From an optimization exercise on the open Yosys and OpenROAD flow, aimed at small area and a short achievable clock period; shortcuts taken in it are not production practice. The RTL was checked by simulation tests, not by an equivalence proof against the original design. Power is estimated from default activity; no workload was simulated.

Design pq_sorted_path, start of the top module:
module pq_sorted_path
#(
    parameter int KEY_W = pq_pkg::PQ_KEY_W,
    parameter int VAL_W = pq_pkg::PQ_VAL_W,
    parameter int DEPTH = pq_pkg::PQ_DEPTH
) (
    input  logic                         system1000,
    input  logic                         system1000_rst,
    input  logic                         push_valid,
    output logic                         push_ready,
    input  logic [KEY_W-1:0]             push_key,
    input  logic [VAL_W-1:0]             push_val,
    input  logic                         pop_valid,
    output logic                         pop_ready,
    output logic                         out_valid,
    output logic [KEY_W-1:0]             out_key,
    output logic [VAL_W-1:0]             out_val,
    output logic [$clog2(DEPTH+1)-1:0]   count,
    output logic                         empty,
    output logic                         full
);
Size in the first run: about 4500 cells after synthesis, roughly 1200 flip-flops, roughly 140 I/O pins, roughly 57000 um^2 of cells after synthesis.
==> flow/config.mk <==
export PLATFORM = sky130hd
export DESIGN_NAME = pq_sorted_path
export DESIGN_NICKNAME = pq_sorted_path
export VERILOG_FILES = /design/flow/design.v
export SDC_FILE = /design/flow/constraint.sdc
export NUM_CORES = 4
export LEC_CHECK = 0
export CAP_MARGIN = 20
export CORE_MARGIN = 2
export CORE_UTILIZATION = 60
export CTS_BUF_LIST = sky130_fd_sc_hd__clkbuf_8
export CTS_CLUSTER_DIAMETER = 50
export CTS_CLUSTER_SIZE = 14
export PLACE_DENSITY = 0.7
export SETUP_SLACK_MARGIN = 2.25
export SLEW_MARGIN = 20
==> flow/constraint.sdc <==
create_clock -name core_clock -period 5.5 [get_ports {system1000}]
set_input_delay 1.1000 -clock core_clock [delete_from_list [all_inputs] [get_ports {system1000}]]
set_output_delay 1.1000 -clock core_clock [all_outputs]
set_load 0.01 [all_outputs]
standard.sh (not shown) runs the stock make flow with config.mk's settings and CLKGATE_MAP_FILE= SYNTH_SCRIPT=/design/flow/synth_recipe.tcl, a recipe that flattens the netlist after the stock synthesis.
==> flow/flow/run.sh <==
#!/bin/bash
set -euo pipefail
CTS="-sink_clustering_enable -repair_clock_nets -sink_clustering_size 14 -sink_clustering_max_diameter 50 -buf_list sky130_fd_sc_hd__clkbuf_8 -dont_use_dummy_load"
bash standard.sh MATCH_CELL_FOOTPRINT=0 \
    "BUFFER_PORTS_ARGS=-buffer_cell sky130_fd_sc_hd__buf_2" \
    "CTS_ARGS=$CTS" finish > flow_make.log 2>&1
==> next run, changes <==
CORE_UTILIZATION = 55   (was 60)
PLACE_DENSITY = 0.65   (was 0.7)
SETUP_SLACK_MARGIN = 2.5   (was 2.25)
TNS_END_PERCENT = 20   (was unset)
After rerunning:
- routed wire length climbs by 0.78%
- total power is higher by 1.5%
- via count went down by about 2%
- clock skew goes down by 0.017 ns
- sequential share of layout area hardly moves
- count of clock-buffer cells in the layout climbs by 16
- sequential power barely changes
- critical path depth went down by 2
- die area came out higher by about 9%
- non-clock buffer count decreases by 32
- first-iteration DRC count shrinks by about 12%


Starting RTL as in the previous note.
==> flow/design.v (excerpt) <==
module pq_sorted_path
#(
    parameter int KEY_W = pq_pkg::PQ_KEY_W,
    parameter int VAL_W = pq_pkg::PQ_VAL_W,
    parameter int DEPTH = pq_pkg::PQ_DEPTH
) (
    input  logic                         system1000,
    input  logic                         system1000_rst,
    input  logic                         push_valid,
    output logic                         push_ready,
    input  logic [KEY_W-1:0]             push_key,
    input  logic [VAL_W-1:0]             push_val,
    input  logic                         pop_valid,
    output logic                         pop_ready,
    output logic                         out_valid,
    output logic [KEY_W-1:0]             out_key,
    output logic [VAL_W-1:0]             out_val,
    output logic [$clog2(DEPTH+1)-1:0]   count,
    output logic                         empty,
    output logic                         full
);
    localparam int CNT_W = $clog2(DEPTH + 1);
    localparam int RW    = $clog2(DEPTH);
    logic [KEY_W-1:0] key_r  [DEPTH];
    logic [VAL_W-1:0] val_r  [DEPTH];
    logic [RW-1:0]    rank_r [DEPTH];
    logic [DEPTH-1:0] vld_r;
    logic [DEPTH-1:0] pend_r;      
    logic             has_pend_r;  
    logic [DEPTH-1:0] head_r;      
    logic             pend_min_r;  
  ...
export LEC_CHECK = 0
export CAP_MARGIN = 20
export CORE_MARGIN = 2
export CORE_UTILIZATION = 55
export CTS_BUF_LIST = sky130_fd_sc_hd__clkbuf_8
export CTS_CLUSTER_DIAMETER = 50
export CTS_CLUSTER_SIZE = 14
export PLACE_DENSITY = 0.65
export SETUP_SLACK_MARGIN = 2.75
export SLEW_MARGIN = 20
create_clock -name core_clock -period 5.5 [get_ports {system1000}]
Scripts as last shown in full above: flow/flow/run.sh
The baseline produced a clean layout.
Rerun with:
--- a/flow/config.mk
+++ b/flow/config.mk
@@ -13,4 +13,4 @@
 export CTS_CLUSTER_SIZE = 14
 export PLACE_DENSITY = 0.65
-export SETUP_SLACK_MARGIN = 2.75
+export SETUP_SLACK_MARGIN = 2.0
 export SLEW_MARGIN = 20
Effect: The new run finished with timing, DRC and antenna clean; wire length falls slightly; setup slack got worse by 0.11 ns; count of clock-buffer cells in the layout went down by 5; hold slack loses 0.0049 ns; cell count is lower slightly; sequential share of layout area increases by 2.0 points; die area is unchanged; synthesized cell count does not change; sequential power hardly moves.
Rerun with:
--- a/flow/config.mk
+++ b/flow/config.mk
@@ -13,4 +13,4 @@
 export CTS_CLUSTER_SIZE = 14
 export PLACE_DENSITY = 0.65
-export SETUP_SLACK_MARGIN = 2.0
+export SETUP_SLACK_MARGIN = 2.25
 export SLEW_MARGIN = 20
Synthesized cell count does not change.
Final area rose slightly.
First-iteration DRC count shrinks by a few percent.
Critical path depth rises by 2.
Routed wire length drops slightly.
Core utilization goes up by 0.39 points.
Worst setup slack gets better by 0.11 ns.
Via count decreases slightly.
Power barely changes.
Final cell count is about the same.
Rerun with:
--- a/flow/config.mk
+++ b/flow/config.mk
@@ -13,4 +13,4 @@
 export CTS_CLUSTER_SIZE = 14
 export PLACE_DENSITY = 0.65
-export SETUP_SLACK_MARGIN = 2.25
+export SETUP_SLACK_MARGIN = 2.5
 export SLEW_MARGIN = 20
The changed run finished with timing, DRC and antenna clean.
Worst setup slack is better by 0.011 ns.
Wire length rose by 2.8%.
Non-clock buffer count rose by 46.
Final area rose by about 1.3%.
Clock power rose by about 2%.
Die area stays the same.
Total power rose by 0.75%.

==> static timing again, ports no longer ideal <==
How much do the figures lean on ideal ports? The routed layouts below were timed once more, with nothing changed but the port constraints.
Step 1 sets driving cells, clkbuf_16 on the clock port and buf_2 on the other inputs (assumed; they add their load-dependent delay and slew).
Step 2 also shifts input and output timing later by t, the mid clock arrival at the registers, as if the neighbouring blocks saw the same clock.
Three values: ideal ports, drivers, drivers and shift; two values: the first two.
run | t (ns) | setup slack, ns | worst setup path after step 2 | worst data-port slew with drivers (ns)
the first run of note 1 | 0.890 | 1.940 / 1.940 / 1.166 | input to register | 0.10
the second run of note 1 | 0.915 | 1.932 / 1.983 / 1.068 | input to register | 0.10
the first run of note 2 | 0.908 | 2.028 / 2.028 / 1.237 | input to register | 0.11
the second run of note 2 | 0.908 | 1.915 / 1.932 / 1.024 | input to register | 0.10
the third run of note 2 | 0.908 | 2.025 / 2.025 / 1.194 | input to register | 0.10
the fourth run of note 2 | 0.920 | 2.036 / 2.036 / 1.196 | input to register | 0.11
After both steps every run listed still meets setup and hold. The setup slack of the second run of note 2, which loses most, moves by +0.017 ns with the drivers and by -0.891 ns with both steps.
